Context: an optimization exercise on an open-source flow, tuned for small area and a short achievable clock period. The choices shown serve that exercise and are no tape-out recipe. Power and IR drop assume default switching activity.

==> inputs of run a <==
==> flow/design.v <==
`timescale 1ns/1ns
module idExStage (
    input  logic        clk,
    input  logic        reset,
    input  logic        inValid,
    output logic        inReady,
    input  logic [31:0] pc,
    input  logic [31:0] inst,
    input  logic [31:0] rs1Data,
    input  logic [31:0] rs2Data,
    input  logic [31:0] busReadData,
    output logic        outValid,
    input  logic        outReady,
    output logic        rdWriteEn,
    output logic [4:0]  rd,
    output logic [31:0] rdData,
    output logic        jumpEn,
    output logic [31:0] jumpAddr,
    output logic        busWriteEn,
    output logic [31:0] busAddr,
    output logic [31:0] busWriteData
);
    function automatic logic [32:0] add32(input logic [31:0] x, input logic [31:0] y, input logic cin);
        logic [31:0] p, g, gg, pp, c;
        p = x ^ y;
        g = x & y;
        gg = g;
        pp = p;
        gg[0] = g[0] | (p[0] & cin);
        for (int l = 0; l < 5; l++) begin
            for (int i = (2 << l) - 1; i < 32; i += (2 << l)) begin
                gg[i] = gg[i] | (pp[i] & gg[i - (1 << l)]);
                pp[i] = pp[i] & pp[i - (1 << l)];
            end
        end
        for (int l = 3; l >= 0; l--) begin
            for (int i = 3 * (1 << l) - 1; i < 32; i += (2 << l)) begin
                gg[i] = gg[i] | (pp[i] & gg[i - (1 << l)]);
                pp[i] = pp[i] & pp[i - (1 << l)];
            end
        end
        c = {gg[30:0], cin};
        add32 = {gg[31], p ^ c};
    endfunction
    logic accept;
    assign inReady = ~outValid | outReady;
    assign accept  = inValid & inReady;
    logic [6:0] op;
    logic [2:0] f3;
    logic [6:0] f7;
    assign op = inst[6:0];
    assign f3 = inst[14:12];
    assign f7 = inst[31:25];
    logic opLui, opAuipc, opJal, opJalr, opBr, opLoad, opStore, opImm, opOp;
    assign opLui   = (op == 7'b0110111);
    assign opAuipc = (op == 7'b0010111);
    assign opJal   = (op == 7'b1101111);
    assign opJalr  = (op == 7'b1100111);
    assign opBr    = (op == 7'b1100011);
    assign opLoad  = (op == 7'b0000011);
    assign opStore = (op == 7'b0100011);
    assign opImm   = (op == 7'b0010011);
    assign opOp    = (op == 7'b0110011);
    logic f7z, f7s;
    assign f7z = (f7 == 7'h00);
    assign f7s = (f7 == 7'h20);
    logic isJalr, isBr, isLoad, isStore, immLegal, opLegal, isAlu, nextWen;
    assign isJalr   = opJalr & (f3 == 3'b000);
    assign isBr     = opBr & (f3[2:1] != 2'b01);
    assign isLoad   = opLoad & ~(f3[1] & (f3[2] | f3[0])) & ~(f3[2] & f3[1]);
    assign isStore  = opStore & ~f3[2] & ~(f3[1] & f3[0]);
    assign immLegal = (f3 == 3'b001) ? f7z : ((f3 == 3'b101) ? (f7z | f7s) : 1'b1);
    assign opLegal  = f7z | (f7s & (f3 == 3'b000 || f3 == 3'b101));
    assign isAlu    = (opImm & immLegal) | (opOp & opLegal);
    assign nextWen  = opLui | opAuipc | opJal | isJalr | isLoad | isAlu;
    logic        aluish, useRs2, sub;
    logic [31:0] immI, immS, bOp, bInv, sum;
    logic        cout;
    assign aluish = opOp | opImm;
    assign useRs2 = opOp | opBr;
    assign immI   = {{20{inst[31]}}, inst[31:20]};
    assign immS   = {{20{inst[31]}}, inst[31:25], inst[11:7]};
    assign bOp    = useRs2 ? rs2Data : (opStore ? immS : immI);
    assign sub    = opBr | (aluish & f3[2:1] == 2'b01) | (opOp & f3 == 3'b000 & inst[30]);
    assign bInv   = bOp ^ {32{sub}};
    assign {cout, sum} = add32(rs1Data, bInv, sub);
    logic ltu, lt, eq, cond;
    logic [31:0] xorv;
    assign xorv = rs1Data ^ bOp;
    assign ltu  = ~cout;
    assign lt   = (rs1Data[31] ^ bOp[31]) ? rs1Data[31] : sum[31];
    assign eq   = ~|xorv;
    assign cond = (f3[2] ? (f3[1] ? ltu : lt) : eq) ^ f3[0];
    logic [31:0] immB, immJ, immU, pcImm, pcSum, pc4;
    assign immB  = {{20{inst[31]}}, inst[7], inst[30:25], inst[11:8], 1'b0};
    assign immJ  = {{12{inst[31]}}, inst[19:12], inst[20], inst[30:21], 1'b0};
    assign immU  = {inst[31:12], 12'b0};
    assign pcImm = ~inst[6] ? immU : (inst[2] ? immJ : immB);
    assign pcSum = add32(pc, pcImm, 1'b0);
    assign pc4   = {pc[31:2] + 30'd1, pc[1:0]};
    logic        left, fill;
    logic [4:0]  shamt;
    logic [31:0] shIn, shOut, shRev;
    assign left  = ~f3[2];
    assign shamt = bOp[4:0];
    assign fill  = inst[30] & rs1Data[31] & ~left;
    always_comb begin
        for (int i = 0; i < 32; i++) shIn[i] = left ? rs1Data[31-i] : rs1Data[i];
    end
    assign shOut = 32'($signed({fill, shIn}) >>> shamt);
    always_comb begin
        for (int i = 0; i < 32; i++) shRev[i] = shOut[31-i];
    end
    logic [1:0]  lane;
    logic [7:0]  ldByte;
    logic [15:0] ldHalf;
    logic        ldSign;
    logic [31:0] ldData, stData;
    logic [3:0]  stSel;
    logic [7:0]  stB1, stB2, stB3;
    assign lane   = sum[1:0];
    always_comb begin
        case (lane)
            2'd0:    ldByte = busReadData[7:0];
            2'd1:    ldByte = busReadData[15:8];
            2'd2:    ldByte = busReadData[23:16];
            default: ldByte = busReadData[31:24];
        endcase
    end
    assign ldHalf = (lane == 2'd0) ? busReadData[15:0] : busReadData[31:16];
    assign ldSign = ~f3[2] & (f3[0] ? ldHalf[15] : ldByte[7]);
    assign ldData = f3[1] ? busReadData
                  : (f3[0] ? {{16{ldSign}}, ldHalf} : {{24{ldSign}}, ldByte});
    assign stSel[0] = f3[1] | (f3[0] & lane == 2'd0) | (~f3[0] & lane == 2'd0);
    assign stSel[1] = f3[1] | (f3[0] & lane == 2'd0) | (~f3[0] & lane == 2'd1);
    assign stSel[2] = f3[1] | (f3[0] & lane != 2'd0) | (~f3[0] & lane == 2'd2);
    assign stSel[3] = f3[1] | (f3[0] & lane != 2'd0) | (~f3[0] & lane == 2'd3);
    assign stB1 = (f3[1] | f3[0]) ? rs2Data[15:8] : rs2Data[7:0];
    assign stB2 = f3[1] ? rs2Data[23:16] : rs2Data[7:0];
    assign stB3 = f3[1] ? rs2Data[31:24] : (f3[0] ? rs2Data[15:8] : rs2Data[7:0]);
    assign stData = {stSel[3] ? stB3 : busReadData[31:24],
                     stSel[2] ? stB2 : busReadData[23:16],
                     stSel[1] ? stB1 : busReadData[15:8],
                     stSel[0] ? rs2Data[7:0] : busReadData[7:0]};
    logic [31:0] dNext, aNext;
    logic        usePc;
    always_comb begin
        dNext = '0;
        if (aluish) begin
            case (f3)
                3'b000:  dNext = sum;
                3'b001:  dNext = shRev;
                3'b010:  dNext = {31'd0, lt};
                3'b011:  dNext = {31'd0, ltu};
                3'b100:  dNext = xorv;
                3'b101:  dNext = shOut;
                3'b110:  dNext = rs1Data | bOp;
                default: dNext = rs1Data & bOp;
            endcase
        end
        if (opLui)           dNext = immU;
        if (opAuipc)         dNext = pcSum;
        if (opJal | opJalr)  dNext = pc4;
        if (opLoad)          dNext = ldData;
        if (opStore)         dNext = stData;
    end
    assign usePc = inst[6] & (inst[3] | ~inst[2]);
    assign aNext = usePc ? pcSum : {sum[31:1], sum[0] & ~inst[6]};
    logic [4:0]  rdQ;
    logic [31:0] dQn, aQn;  
    logic        memVis, jmpVis;
    always_ff @(posedge clk) begin
        if (reset) begin
            outValid   <= 1'b0;
            rdWriteEn  <= 1'b0;
            jumpEn     <= 1'b0;
            busWriteEn <= 1'b0;
            memVis     <= 1'b0;
            jmpVis     <= 1'b0;
            rdQ        <= '0;
        end else if (accept) begin
            outValid   <= 1'b1;
            rdWriteEn  <= nextWen;
            jumpEn     <= opJal | isJalr | (isBr & cond);
            busWriteEn <= isStore;
            memVis     <= isLoad | isStore;
            jmpVis     <= opJal | isJalr | isBr;
            rdQ        <= inst[11:7];
        end else if (outReady) begin
            outValid   <= 1'b0;
        end
    end
    always_ff @(posedge clk) begin
        if (accept) begin
            dQn <= ~dNext;
            aQn <= ~aNext;
        end
    end
    assign rd           = rdQ;
    assign rdData       = ~(dQn | {32{~rdWriteEn}});
    assign busWriteData = ~(dQn | {32{~busWriteEn}});
    assign busAddr      = ~(aQn | {32{~memVis}});
    assign jumpAddr     = ~(aQn | {32{~jmpVis}});
endmodule
==> flow/flow/run.sh <==
#!/bin/bash
set -euo pipefail
bash standard.sh "BUFFER_PORTS_ARGS=-buffer_cell sky130_fd_sc_hd__buf_1" finish > standard_make.log 2>&1
==> flow/standard.sh <==
#!/bin/bash
# synth_recipe.tcl (not shown) runs the flow's synth.tcl, then flattens the netlist and writes it again
# the make line also repeats each setting of config.mk as NAME=value (left out here)
make -C /OpenROAD-flow-scripts/flow DESIGN_CONFIG=/design/flow/config.mk WORK_HOME=/design/flow/orfs CLKGATE_MAP_FILE= SYNTH_SCRIPT=/design/flow/synth_recipe.tcl "${@:-finish}"
==> flow/config.mk <==
export PLATFORM = sky130hd
export DESIGN_NAME = idExStage
export DESIGN_NICKNAME = idExStage
export VERILOG_FILES = /design/flow/design.v
export SDC_FILE = /design/flow/constraint.sdc
export NUM_CORES = 4
export LEC_CHECK = 0
export CAP_MARGIN = 20
export CORE_MARGIN = 2
export CORE_UTILIZATION = 55
export SLEW_MARGIN = 20
==> flow/constraint.sdc <==
create_clock -name core_clock -period 8.0 [get_ports {clk}]
set_input_delay 1.6000 -clock core_clock [delete_from_list [all_inputs] [get_ports {clk}]]
set_output_delay 1.6000 -clock core_clock [all_outputs]
set_load 0.01 [all_outputs]
==> run b: changes against run a <==
--- a/flow/design.v
+++ b/flow/design.v
@@ -169,3 +169,3 @@
     logic [4:0]  rdQ;
-    logic [31:0] dQn, aQn;  
+    logic [31:0] dQ, aQ;
     logic        memVis, jmpVis;
@@ -194,4 +194,4 @@
         if (accept) begin
-            dQn <= ~dNext;
-            aQn <= ~aNext;
+            dQ <= dNext;
+            aQ <= aNext;
         end
@@ -199,6 +199,6 @@
     assign rd           = rdQ;
-    assign rdData       = ~(dQn | {32{~rdWriteEn}});
-    assign busWriteData = ~(dQn | {32{~busWriteEn}});
-    assign busAddr      = ~(aQn | {32{~memVis}});
-    assign jumpAddr     = ~(aQn | {32{~jmpVis}});
+    assign rdData       = dQ & {32{rdWriteEn}};
+    assign busWriteData = dQ & {32{busWriteEn}};
+    assign busAddr      = aQ & {32{memVis}};
+    assign jumpAddr     = aQ & {32{jmpVis}};
 endmodule
==> flow/run.sh (new file) <==
#!/bin/bash
# synth_recipe.tcl (not shown) runs the flow's synth.tcl, then flattens the netlist and writes it again
# the make line also repeats each setting of config.mk as NAME=value (left out here)
make -C /OpenROAD-flow-scripts/flow DESIGN_CONFIG=/design/flow/config.mk WORK_HOME=/design/flow/orfs CLKGATE_MAP_FILE= SYNTH_SCRIPT=/design/flow/synth_recipe.tcl finish
--- a/flow/config.mk
+++ b/flow/config.mk
@@ -9,3 +9,3 @@
 export CORE_MARGIN = 2
-export CORE_UTILIZATION = 55
+export CORE_UTILIZATION = 40
 export SLEW_MARGIN = 20
removed: flow/flow/run.sh
removed: flow/standard.sh
==> run c: changes against run a <==
==> flow/design.v, changed modules only <==
module idExStage (
    input  logic        clk,
    input  logic        reset,
    input  logic        inValid,
    output logic        inReady,
    input  logic [31:0] pc,
    input  logic [31:0] inst,
    input  logic [31:0] rs1Data,
    input  logic [31:0] rs2Data,
    input  logic [31:0] busReadData,
    output logic        outValid,
    input  logic        outReady,
    output logic        rdWriteEn,
    output logic [4:0]  rd,
    output logic [31:0] rdData,
    output logic        jumpEn,
    output logic [31:0] jumpAddr,
    output logic        busWriteEn,
    output logic [31:0] busAddr,
    output logic [31:0] busWriteData
);
    function automatic logic [32:0] add32(input logic [31:0] x, input logic [31:0] y, input logic cin);
        logic [31:0] p, g, gg, pp, c;
        p = x ^ y;
        g = x & y;
        gg = g;
        pp = p;
        gg[0] = g[0] | (p[0] & cin);
        for (int l = 0; l < 5; l++) begin
            for (int i = 0; i < 32; i++) begin
                if ((i >> l) & 1) begin
                    gg[i] = gg[i] | (pp[i] & gg[((i >> l) << l) - 1]);
                    pp[i] = pp[i] & pp[((i >> l) << l) - 1];
                end
            end
        end
        c = {gg[30:0], cin};
        add32 = {gg[31], p ^ c};
    endfunction
    logic accept;
    assign inReady = ~outValid | outReady;
    assign accept  = inValid & inReady;
    logic [6:0] op;
    logic [2:0] f3;
    logic [6:0] f7;
    assign op = inst[6:0];
    assign f3 = inst[14:12];
    assign f7 = inst[31:25];
    logic opLui, opAuipc, opJal, opJalr, opBr, opLoad, opStore, opImm, opOp;
    assign opLui   = (op == 7'b0110111);
    assign opAuipc = (op == 7'b0010111);
    assign opJal   = (op == 7'b1101111);
    assign opJalr  = (op == 7'b1100111);
    assign opBr    = (op == 7'b1100011);
    assign opLoad  = (op == 7'b0000011);
    assign opStore = (op == 7'b0100011);
    assign opImm   = (op == 7'b0010011);
    assign opOp    = (op == 7'b0110011);
    logic f7z, f7s;
    assign f7z = (f7 == 7'h00);
    assign f7s = (f7 == 7'h20);
    logic isJalr, isBr, isLoad, isStore, immLegal, opLegal, isAlu, nextWen;
    assign isJalr   = opJalr & (f3 == 3'b000);
    assign isBr     = opBr & (f3[2:1] != 2'b01);
    assign isLoad   = opLoad & ~(f3[1] & (f3[2] | f3[0])) & ~(f3[2] & f3[1]);
    assign isStore  = opStore & ~f3[2] & ~(f3[1] & f3[0]);
    assign immLegal = (f3 == 3'b001) ? f7z : ((f3 == 3'b101) ? (f7z | f7s) : 1'b1);
    assign opLegal  = f7z | (f7s & (f3 == 3'b000 || f3 == 3'b101));
    assign isAlu    = (opImm & immLegal) | (opOp & opLegal);
    assign nextWen  = opLui | opAuipc | opJal | isJalr | isLoad | isAlu;
    logic        useRs2, useImmS, sub;
    logic [31:0] immI, immS, bOp, bInv, sum;
    logic        cout;
    assign useRs2  = inst[6] ? ~inst[2] : (inst[5] & inst[4]);    
    assign useImmS = ~inst[6] & inst[5] & ~inst[4];                
    assign sub     = inst[6] ? ~inst[2]                            
                   : (inst[4] & ~f3[2] & (f3[1] | (inst[5] & inst[30])));
    assign immI   = {{20{inst[31]}}, inst[31:20]};
    assign immS   = {{20{inst[31]}}, inst[31:25], inst[11:7]};
    assign bOp    = useRs2 ? rs2Data : (useImmS ? immS : immI);
    assign bInv   = bOp ^ {32{sub}};
    assign {cout, sum} = add32(rs1Data, bInv, sub);
    logic ltu, lt, eq, cond;
    logic [31:0] xorv;
    assign xorv = rs1Data ^ bOp;
    assign ltu  = ~cout;
    assign lt   = ltu ^ rs1Data[31] ^ bOp[31];
    assign eq   = ~|xorv;
    assign cond = (f3[2] ? (f3[1] ? ltu : lt) : eq) ^ f3[0];
    logic [31:0] immB, immJ, immU, pcImm, pcSum, pc4;
    assign immB  = {{20{inst[31]}}, inst[7], inst[30:25], inst[11:8], 1'b0};
    assign immJ  = {{12{inst[31]}}, inst[19:12], inst[20], inst[30:21], 1'b0};
    assign immU  = {inst[31:12], 12'b0};
    assign pcImm = ~inst[6] ? immU : (inst[2] ? immJ : immB);
    assign pcSum = add32(pc, pcImm, 1'b0);
    assign pc4   = {pc[31:2] + 30'd1, pc[1:0]};
    logic        left, fill;
    logic [4:0]  shamt;
    logic [31:0] shIn, shOut, shRev;
    assign left  = ~f3[2];
    assign shamt = inst[5] ? rs2Data[4:0] : inst[24:20];
    assign fill  = inst[30] & rs1Data[31] & ~left;
    always_comb begin
        for (int i = 0; i < 32; i++) shIn[i] = left ? rs1Data[31-i] : rs1Data[i];
    end
    assign shOut = 32'($signed({fill, shIn}) >>> shamt);
    always_comb begin
        for (int i = 0; i < 32; i++) shRev[i] = shOut[31-i];
    end
    logic [1:0]  lane;
    logic [7:0]  ldByte;
    logic [15:0] ldHalf;
    logic        ldSign;
    logic [31:0] ldData, stData;
    logic [3:0]  stSel;
    logic [7:0]  stB1, stB2, stB3;
    assign lane   = sum[1:0];
    always_comb begin
        case (lane)
            2'd0:    ldByte = busReadData[7:0];
            2'd1:    ldByte = busReadData[15:8];
            2'd2:    ldByte = busReadData[23:16];
            default: ldByte = busReadData[31:24];
        endcase
    end
    assign ldHalf = (lane == 2'd0) ? busReadData[15:0] : busReadData[31:16];
    assign ldSign = ~f3[2] & (f3[0] ? ldHalf[15] : ldByte[7]);
    assign ldData = f3[1] ? busReadData
                  : (f3[0] ? {{16{ldSign}}, ldHalf} : {{24{ldSign}}, ldByte});
    assign stSel[0] = f3[1] | (f3[0] & lane == 2'd0) | (~f3[0] & lane == 2'd0);
    assign stSel[1] = f3[1] | (f3[0] & lane == 2'd0) | (~f3[0] & lane == 2'd1);
    assign stSel[2] = f3[1] | (f3[0] & lane != 2'd0) | (~f3[0] & lane == 2'd2);
    assign stSel[3] = f3[1] | (f3[0] & lane != 2'd0) | (~f3[0] & lane == 2'd3);
    assign stB1 = (f3[1] | f3[0]) ? rs2Data[15:8] : rs2Data[7:0];
    assign stB2 = f3[1] ? rs2Data[23:16] : rs2Data[7:0];
    assign stB3 = f3[1] ? rs2Data[31:24] : (f3[0] ? rs2Data[15:8] : rs2Data[7:0]);
    assign stData = {stSel[3] ? stB3 : busReadData[31:24],
                     stSel[2] ? stB2 : busReadData[23:16],
                     stSel[1] ? stB1 : busReadData[15:8],
                     stSel[0] ? rs2Data[7:0] : busReadData[7:0]};
    logic [31:0] dNext, aNext, aluRes;
    logic        usePc;
    always_comb begin
        case (f3)
            3'b000:  aluRes = sum;
            3'b001:  aluRes = shRev;
            3'b010:  aluRes = {31'd0, lt};
            3'b011:  aluRes = {31'd0, ltu};
            3'b100:  aluRes = xorv;
            3'b101:  aluRes = shOut;
            3'b110:  aluRes = rs1Data | bOp;
            default: aluRes = rs1Data & bOp;
        endcase
    end
    always_comb begin
        if (inst[6])       dNext = pc4;                             
        else if (inst[2])  dNext = inst[5] ? immU : pcSum;          
        else if (~inst[4]) dNext = inst[5] ? stData : ldData;       
        else               dNext = aluRes;                          
    end
    assign usePc = inst[6] & (inst[3] | ~inst[2]);
    assign aNext = usePc ? pcSum : {sum[31:1], sum[0] & ~inst[6]};
    logic [4:0]  rdQ;
    logic [31:0] dQn, aQn;  
    logic        memVisN, jmpVisN, rdWriteEnN, busWriteEnN;  
    always_ff @(posedge clk) begin
        if (reset) begin
            outValid   <= 1'b0;
            rdWriteEn  <= 1'b0;
            jumpEn     <= 1'b0;
            busWriteEn <= 1'b0;
            memVisN    <= 1'b1;
            jmpVisN    <= 1'b1;
            rdWriteEnN <= 1'b1;
            busWriteEnN <= 1'b1;
            rdQ        <= '0;
        end else if (accept) begin
            outValid   <= 1'b1;
            rdWriteEn  <= nextWen;
            jumpEn     <= opJal | isJalr | (isBr & cond);
            busWriteEn <= isStore;
            memVisN    <= ~(isLoad | isStore);
            jmpVisN    <= ~(opJal | isJalr | isBr);
            rdWriteEnN <= ~nextWen;
            busWriteEnN <= ~isStore;
            rdQ        <= inst[11:7];
        end else if (outReady) begin
            outValid   <= 1'b0;
        end
    end
    always_ff @(posedge clk) begin
        if (accept) begin
            dQn <= ~dNext;
            aQn <= ~aNext;
        end
    end
    assign rd           = rdQ;
    assign rdData       = ~(dQn | {32{rdWriteEnN}});
    assign busWriteData = ~(dQn | {32{busWriteEnN}});
    assign busAddr      = ~(aQn | {32{memVisN}});
    assign jumpAddr     = ~(aQn | {32{jmpVisN}});
endmodule
==> flow/flow/run.sh (replaced) <==
#!/bin/bash
# The standard layout with two changes passed to ORFS's make:
#  - the port buffers are the smallest plain buffer (buf_1) instead of the
#    flow's default pick, a slow delay cell;
#  - no full/half-adder cell extraction before ABC, so ABC maps the adders'
#    carry logic itself (faster than chains of fa_1 cells).
set -euo pipefail
bash standard.sh "BUFFER_PORTS_ARGS=-buffer_cell sky130_fd_sc_hd__buf_1" "ADDER_MAP_FILE=" finish > standard_make.log 2>&1
--- a/flow/config.mk
+++ b/flow/config.mk
@@ -7,5 +7,7 @@
 export LEC_CHECK = 0
+export ABC_AREA = 1
 export CAP_MARGIN = 20
 export CORE_MARGIN = 2
-export CORE_UTILIZATION = 55
+export CORE_UTILIZATION = 45
+export SETUP_SLACK_MARGIN = 3.5
 export SLEW_MARGIN = 20
==> comparison <==
The highest register-to-register slack belongs to run a, the lowest to run c.
Clock power: run c < run b < run a.
Worst hold slack: run c > run a > run b.
In total power, run b and run a hardly differ.
In run b the utilization is lower than in run a, by 12 points.
Clock skew, highest first: run b, run c, run a.
The lowest synthesized cell count belongs to run a, the highest to run c.
Critical path depth: run c < run b < run a.
The highest area after synthesis belongs to run b, the lowest to run c.
Wire length: run a < run c < run b.
==> figures <==
|  | run b | run a | run c |
|---|---|---|---|
| Sequential share of power | 22.1% | 22.2% | 20.3% |
| Max-slew headroom at the worst pin | 20.7% | 19.0% | 22.7% |
| # diodes | 3 | 4 | 1 |
| Worst setup path endpoint | dQ[0]$_DFFE_PP_ | jumpEn$_SDFFE_PP0P_ | dQn[9]$_DFFE_PP_ |
| Setup repair after global routing missed its margin | false | false | true |
| Cell-internal power | 1180 uW | 1160 uW | 1250 uW |
| Clock insertion delay at the later pin of the skew report | 0.40 ns | 0.37 ns | 0.35 ns |
| Met1 wire length | 38000 um | 29100 um | 30900 um |
| First-pass detailed-route iteration total | 6 | 10 | 12 |
| Number of setup buffers added after CTS | 0 | 0 | 34 |
| Slew at the pin with the worst max-slew slack | 1.17 ns | 1.21 ns | 1.16 ns |
| Power of the combinational group | 1310 uW | 1260 uW | 1690 uW |
| Sequential cell area fraction in the yosys report | 13.6% | 13.7% | 14.6% |
| Synthesized instance count | 2102 | 2057 | 2863 |
| Post-route cell area | 0.0198 sq mm | 0.0176 sq mm | 0.0191 sq mm |
| Most repeated cell in the gate-level netlist after synthesis | sky130_fd_sc_hd__nand2_1 | sky130_fd_sc_hd__a21oi_1 | sky130_fd_sc_hd__nand2_1 |
| Clock Sink Count | 75 | 75 | 77 |
| Status | no timing/DRC/antenna violations | no timing/DRC/antenna violations | no timing/DRC/antenna violations |
| Relative contribution of combinational cells to total power | 58.3% | 56.1% | 63.9% |
| P_leak | 0.00820 uW | 0.00720 uW | 0.00874 uW |
| Cell area after technology mapping | 0.0158 sq mm | 0.0157 sq mm | 0.0149 sq mm |
| Clock group | 439 uW | 486 uW | 418 uW |
No functional check of the RTL was part of any run of this note.

separate check: timing with driven ports:
In the flow no input, the clock included, has a driving cell. The finished layouts below were timed again as built, in two steps.
Step 1 sets driving cells, clkbuf_16 on the clock port and buf_2 on the other inputs (assumed; they add their load-dependent delay and slew).
Step 2 also shifts input and output timing later by t, the mid clock arrival at the registers, as if the neighbouring blocks saw the same clock.
a / b / c = ideal ports / drivers / drivers and shift; a / b = the first two.
run | t, ns | setup WS [ns] | hold slack, ns | clock arrival spread, ns | slew at the worst register clock pin (ns)
run a | 0.411 | 0.552 / 0.563 / 0.152 | 0.471 / 0.471 / 0.471 | 0.018 / 0.017 | 0.08 / 0.08
run b | 0.440 | 0.450 / 0.480 / 0.041 | 0.459 / 0.459 / 0.459 | 0.025 / 0.025 | 0.08 / 0.08
run c | 0.399 | 3.393 / 3.413 / 3.014 | 0.479 / 0.479 / 0.479 | 0.016 / 0.015 | 0.07 / 0.07
After both steps setup and hold are still met in every run listed. For run b, which loses most, drivers alone change the setup slack by +0.030 ns; drivers and shift together by -0.409 ns.
